Source: an optimization exercise on an open RTL-to-GDS flow (aim: small area, a short achievable clock period and few clock cycles per item). Production flows keep margins and buffers that such runs may drop.
In this exercise RTL edits were held to simulation tests only and were not proved equivalent to the original.
Power and IR drop assume default switching activity.

==> flow/design.v, too long to show whole: its modules and the start of the top module <==
// module dwv_sine_rom: 267 lines
// module dwv_front: 67 lines
// module dwv_back: 5644 lines
// module drawbar_wavetable_voice_unit: 150 lines
module drawbar_wavetable_voice_unit (
    input  logic                 i_clk,
    input  logic                 i_rst_n,
    input  logic                 i_valid,
    output logic                 o_ready,
    input  logic [3:0]           i_voice,
    input  logic [25:0]          i_increment_0,
    input  logic [25:0]          i_increment_1,
    input  logic [25:0]          i_increment_2,
    input  logic [25:0]          i_increment_3,
    input  logic [25:0]          i_increment_4,
    input  logic [25:0]          i_increment_5,
    input  logic [25:0]          i_increment_6,
    input  logic [25:0]          i_increment_7,
    input  logic [25:0]          i_increment_8,
    input  logic [15:0]          i_envelope_level,
    output logic                 o_valid,
    input  logic                 i_ready,
    output logic signed [23:0]   o_sample_out,
    input  logic                 i_cfg_valid,
    output logic                 o_cfg_ready,
    input  logic [1:0]           i_cfg_index,
    input  logic [63:0]          i_cfg_data
);
  // ...
==> flow/flow/run.sh <==
#!/bin/bash
set -euo pipefail
bash standard.sh SETUP_SLACK_MARGIN=6.5 MATCH_CELL_FOOTPRINT=0 "BUFFER_PORTS_ARGS=-buffer_cell sky130_fd_sc_hd__buf_4" finish > make_finish.log 2>&1
==> flow/standard.sh <==
#!/bin/bash
# synth_recipe.tcl (not shown) runs the flow's synth.tcl, then flattens the netlist and writes it again
# the make line also repeats each setting of config.mk as NAME=value (left out here)
make -C /OpenROAD-flow-scripts/flow DESIGN_CONFIG=/design/flow/config.mk WORK_HOME=/design/flow/orfs CLKGATE_MAP_FILE= SYNTH_SCRIPT=/design/flow/synth_recipe.tcl "${@:-finish}"
==> flow/config.mk <==
export PLATFORM = sky130hd
export DESIGN_NAME = drawbar_wavetable_voice_unit
export DESIGN_NICKNAME = drawbar_wavetable_voice_unit
export VERILOG_FILES = /design/flow/design.v
export SDC_FILE = /design/flow/constraint.sdc
export NUM_CORES = 4
export LEC_CHECK = 0
export CAP_MARGIN = 20
export CORE_MARGIN = 2
export CORE_UTILIZATION = 35
export PLACE_DENSITY = 0.4
export SLEW_MARGIN = 20
export SYNTH_MEMORY_MAX_BITS = 16384
export TNS_END_PERCENT = 30
==> flow/constraint.sdc <==
create_clock -name core_clock -period 10.0 [get_ports {i_clk}]
set_input_delay 2.0000 -clock core_clock [delete_from_list [all_inputs] [get_ports {i_clk}]]
set_output_delay 2.0000 -clock core_clock [all_outputs]
set_load 0.01 [all_outputs]
==> results.json, run 1 <==
{
  "status": "finished clean",
  "regArea_mm2": 0.156,
  "final_cell_area_mm2": 0.367,
  "final_layout_size_suffix_gt1_frac": 0.165,
  "use_met3": 0.0366,
  "crit_required_ns": 11.05,
  "synth-edff-count": 3960,
  "clockRootBuffer": "clkbuf_16",
  "viasPerCell": 6.02,
  "maxCapViolCount": 0,
  "route.met2.wl_um": 648000,
  "setup_viol": 0,
  "crit_family": "simple AND/OR/NAND/NOR gates",
  "cts_setup_buffers": 385,
  "synth.distinct_cells": 116,
  "htree_num_levels": 6,
  "grt_pass1_wl_um": 1910000,
  "wirelength_um": 1380000,
  "tightestPinTransition_ns": 1.14,
  "postLayoutSetupSlackWorst_ns": 6.28,
  "seq_cell_power_mw": 30.5,
  "die-width_um": 945,
  "reg.largest.list": "u_front.r_ph: 3744 flops, u_back.r3_xc: 374 flops",
  "mostFrequentLayoutCells": "edfxtp_1 (3960), a22oi_1 (1916), nand2_1 (1572), dfxtp_1 (1547), inv_1 (1377)",
  "nets": 29893,
  "synth_fa_ha_area_frac": 0.121,
  "ios": 352,
  "regMostFlops": "u_front.r_ph",
  "timing.setup.tns_ns": 0,
  "use_met1": 0.397,
  "syn_nets": 29742,
  "slew_violations": 0,
  "fin_skew_ns": 0.0957,
  "crit_cells": 9,
  "ant_nets": 0
}
Testbench counts, summed over its fixed seeds: cycles 2,577, items 2,513.
==> run 2, diff against run 1 <==
--- a/flow/config.mk
+++ b/flow/config.mk
@@ -6,9 +6,11 @@
 export NUM_CORES = 4
 export LEC_CHECK = 0
 export CAP_MARGIN = 20
+export CELL_PAD_IN_SITES_DETAIL_PLACEMENT = 1
+export CELL_PAD_IN_SITES_GLOBAL_PLACEMENT = 2
 export CORE_MARGIN = 2
-export CORE_UTILIZATION = 35
-export PLACE_DENSITY = 0.4
+export CORE_UTILIZATION = 30
+export PLACE_DENSITY = 0.5
 export SLEW_MARGIN = 20
 export SYNTH_MEMORY_MAX_BITS = 16384
 export TNS_END_PERCENT = 30
==> run 2 against run 1 <==
- synthesized area stayed put
- hold slack worse by 0.0019 ns
- die area rose by 17%
- routed wire length grew 8.2%
- first-iteration DRC count shrank 16%
- worst setup slack worse by 0.14 ns
- final area increased by 1.3%
- global-route usage shrank 2.1 points
- largest cell class unchanged
==> results.json, run 2 <==
{
  "fin_skew_ns": 0.110,
  "grt_max_degree": 127,
  "ys_ff_latch": 5788,
  "firstDrtPassIters": 6,
  "cts_tree": "done",
  "htree_num_levels": 6,
  "slew_violations": 0,
  "syn_area_per_cell_um2": 11.4,
  "timing.critical_path.from_type": "flip-flop",
  "rsz0062_at_grt": "yes",
  "slew_headroom": 0.0759,
  "die_area_mm2": 1.04,
  "synth_async_sr_flop_share": 0,
  "vdd_drop_max_mv": 0.700,
  "post-route-util": 0.361,
  "reg2reg_from": "u_front.r0_v$_SDFF_PN0_",
  "vias": 240701,
  "max_freq_ghz": 0.259,
  "status": "finished clean",
  "clock-sinks": 5788,
  "dp_hpwl_um": 907000,
  "hold_start": "u_front.r0_env[7]$_DFF_P_",
  "hold_ws_ns": 0.324,
  "p_per_area_mw_per_mm2": 267,
  "regMostFlops": "u_front.r_ph",
  "cts_hold_buf": 0,
  "cp_slowest_cell": "edfxtp_1",
  "wl_per_cell_um": 35.8,
  "syn_nets": 29742,
  "nets": 30026,
  "initial_core_util": 0.301,
  "ios": 352,
  "drcViolationCount": 0,
  "crit_family": "flip-flops",
  "grt_pass1_wl_um": 2050000,
  "final_layout_size_suffix_gt1_frac": 0.170,
  "synth_ff_type": "edfxtp_1",
  "timing.setup.tns_ns": 0,
  "synth.distinct_cells": 116,
  "tightestPinTransition_ns": 1.39,
  "reg2reg_slack_ns": 6.21,
  "clk_latency_ns": 1.16,
  "synth.most_common_cell": "edfxtp_1",
  "grt_pass1_vias": 246267,
  "cp_cell_sequence": "buf_6",
  "crit_buf_inv": 1,
  "rows": 373,
  "core_mm2": 1.03,
  "crit_required_ns": 8.00,
  "crit_path_end_kind": "output port",
  "layout_commonest_cell": "edfxtp_1",
  "globalplace.congestion": 0.894,
  "maxCapViolCount": 0,
  "antenna_found_initial": 59,
  "reg.largest.list": "u_front.r_ph: 3744 flops, u_back.r3_xc: 374 flops",
  "synth.area.top_cells": "edfxtp_1 (38%), dfxtp_1 (12%), fa_1 (9.1%), a22oi_1 (4.7%), xnor2_1 (4.3%)",
  "synth_top_cell_area_share": 0.384,
  "grt.overflow.total": 0,
  "hold_viol_final": 0,
  "ant_nets": 0,
  "syn2layout_area_growth_pct": 20.1,
  "period_minus_slack_ns": 3.86,
  "cts.clk_slew.worst_paths_ns": 0.06,
  "synth_commonest_cells": "edfxtp_1 (3960), a22oi_1 (1946), dfxtp_1 (1828), clkbuf_1 (1775), nand2_1 (1658)",
  "largest_register_ffs": 3744,
  "die_h_um": 1020,
  "setup_viol": 0,
  "crit_fanout": 1,
  "viasPerCell": 5.75,
  "netlist_instances": 27278,
  "crit_arrival_ns": 1.86,
  "fin_crit_sh": 0.386,
  "crit_start": "u_back.r_qd[0][5]$_DFFE_PP_",
  "ys_warn_count": 6,
  "max_stage_delay_ns": 0.53,
  "drtIter0Drc": 22076,
  "synth-edff-count": 3960,
  "clockRootBuffer": "clkbuf_16",
  "yosysTopAreaCell": "edfxtp_1",
  "mostFrequentLayoutCells": "edfxtp_1 (3960), a22oi_1 (1915), dfxtp_1 (1563), nand2_1 (1555), inv_1 (1375)",
  "wirelength_um": 1500000,
  "grt_usage": 0.275,
  "synth_area_mm2": 0.310,
  "ys_seq_area_frac": 0.502,
  "numPortBuffers": 346,
  "leakage_nw": 132,
  "cts_buffers": 690,
  "hold_class": "reg2reg",
  "crit_type": "reg2out",
  "die-width_um": 1020,
  "cts.path.max_buffers": 5
}
-- run 2: repair_timing --
item                       4_1_cts  5_1_grt
pin swaps                      297      203
buffers inserted               443      169
cloned                          91       41
gates resized for setup       2215      816
setup endpoints to repair     2910     1957
-- run 2: area by class of cell --
class | instances | area (µm²)
Fill cell | 109042 | 658000
Clock buffer | 943 | 19200
Tap cell | 13687 | 17100
Timing Repair Buffer | 1932 | 21700
Antenna cell | 35 | 87.6
Multi-Input combinational cell | 17681 | 148000
Clock inverter | 321 | 3570
Sequential cell | 5788 | 156000
Inverter | 1468 | 5790
Timing Repair inverter | 1 | 11.3
-- run 2: worst paths after layout --
kind                                          to  depth (start not counted)
setup / recovery                 o_sample_out[5]                          1
hold / removal          u_front.o_env[7]$_DFF_P_                          0
setup reg to reg  u_front.r_ph[5][125]$_DFFE_PP_                          4
hold reg to reg         u_front.o_env[7]$_DFF_P_                          0
-- run 2: metal layers --
layer	track usage	vias up	routed length, µm
met5	0	-	93
met4	0.0914	14	59300
met3	0.0300	2111	76000
met2	0.458	8008	709000
met1	0.375	128526	654000
li1	-	102042	-
-- run 2: logic make-up after synthesis --
logic type | count (synthesis) | synth area share
AOI/OAI and AO/OA | 8292 | 0.191
xor gates and xnor gates | 2085 | 0.0594
adders and majority gates | 2139 | 0.121
buffers and inverters | 3832 | 0.0478
DFF | 5788 | 0.502
muxes | 165 | 0.00708
other | 1 | 0.0000121
and+or+nand+nor | 4976 | 0.0716
-- run 2: power breakdown --
group          leakage [nW]  switching [mW]  internal [mW]
logic                  69.8            25.9           17.6
registers              50.9            1.62           28.6
clock network          11.1            10.8           14.9
-- run 2: stage by stage --
stage | cell area (µm²) | std cells | total power, mW | setup slack, ns
4_1_cts | 366000 | 41610 | 99.3 | 6.03
3_3_place_gp | 328000 | 39808 | 71.8 | 4.00
6_report | 372000 | 41856 | 99.4 | 6.14
3_5_place_dp | 329000 | 39812 | 72.1 | 3.98
2_1_floorplan | 310000 | 27278 | 55.5 | 5.94
5_1_grt | 372000 | 41841 | 106 | 6.08

==> what the ideal ports hide <==
The results above use ideal ports. As a check the final layouts listed here were re-extracted and re-timed, cells and wires unchanged.
Step 1 sets driving cells, clkbuf_16 on the clock port and buf_2 on the other inputs (assumed; they add their load-dependent delay and slew).
Step 2 also shifts input and output timing later by t, the mid clock arrival at the registers, as if the neighbouring blocks saw the same clock.
a / b / c = no drivers / after step 1 / after step 2; a / b = the first two.
run	shift t [ns]	slack for setup (ns)	latest minus earliest clock arrival (ns)	cell pins on the clock port's net
run 1	1.271	6.277 / 6.192 / 5.133	0.112 / 0.112	1
run 2	1.268	6.141 / 5.982 / 4.858	0.118 / 0.119	1
After both steps every run listed still meets setup and hold. For run 2, which loses most, drivers alone change the setup slack by -0.159 ns; drivers and shift together by -1.283 ns.
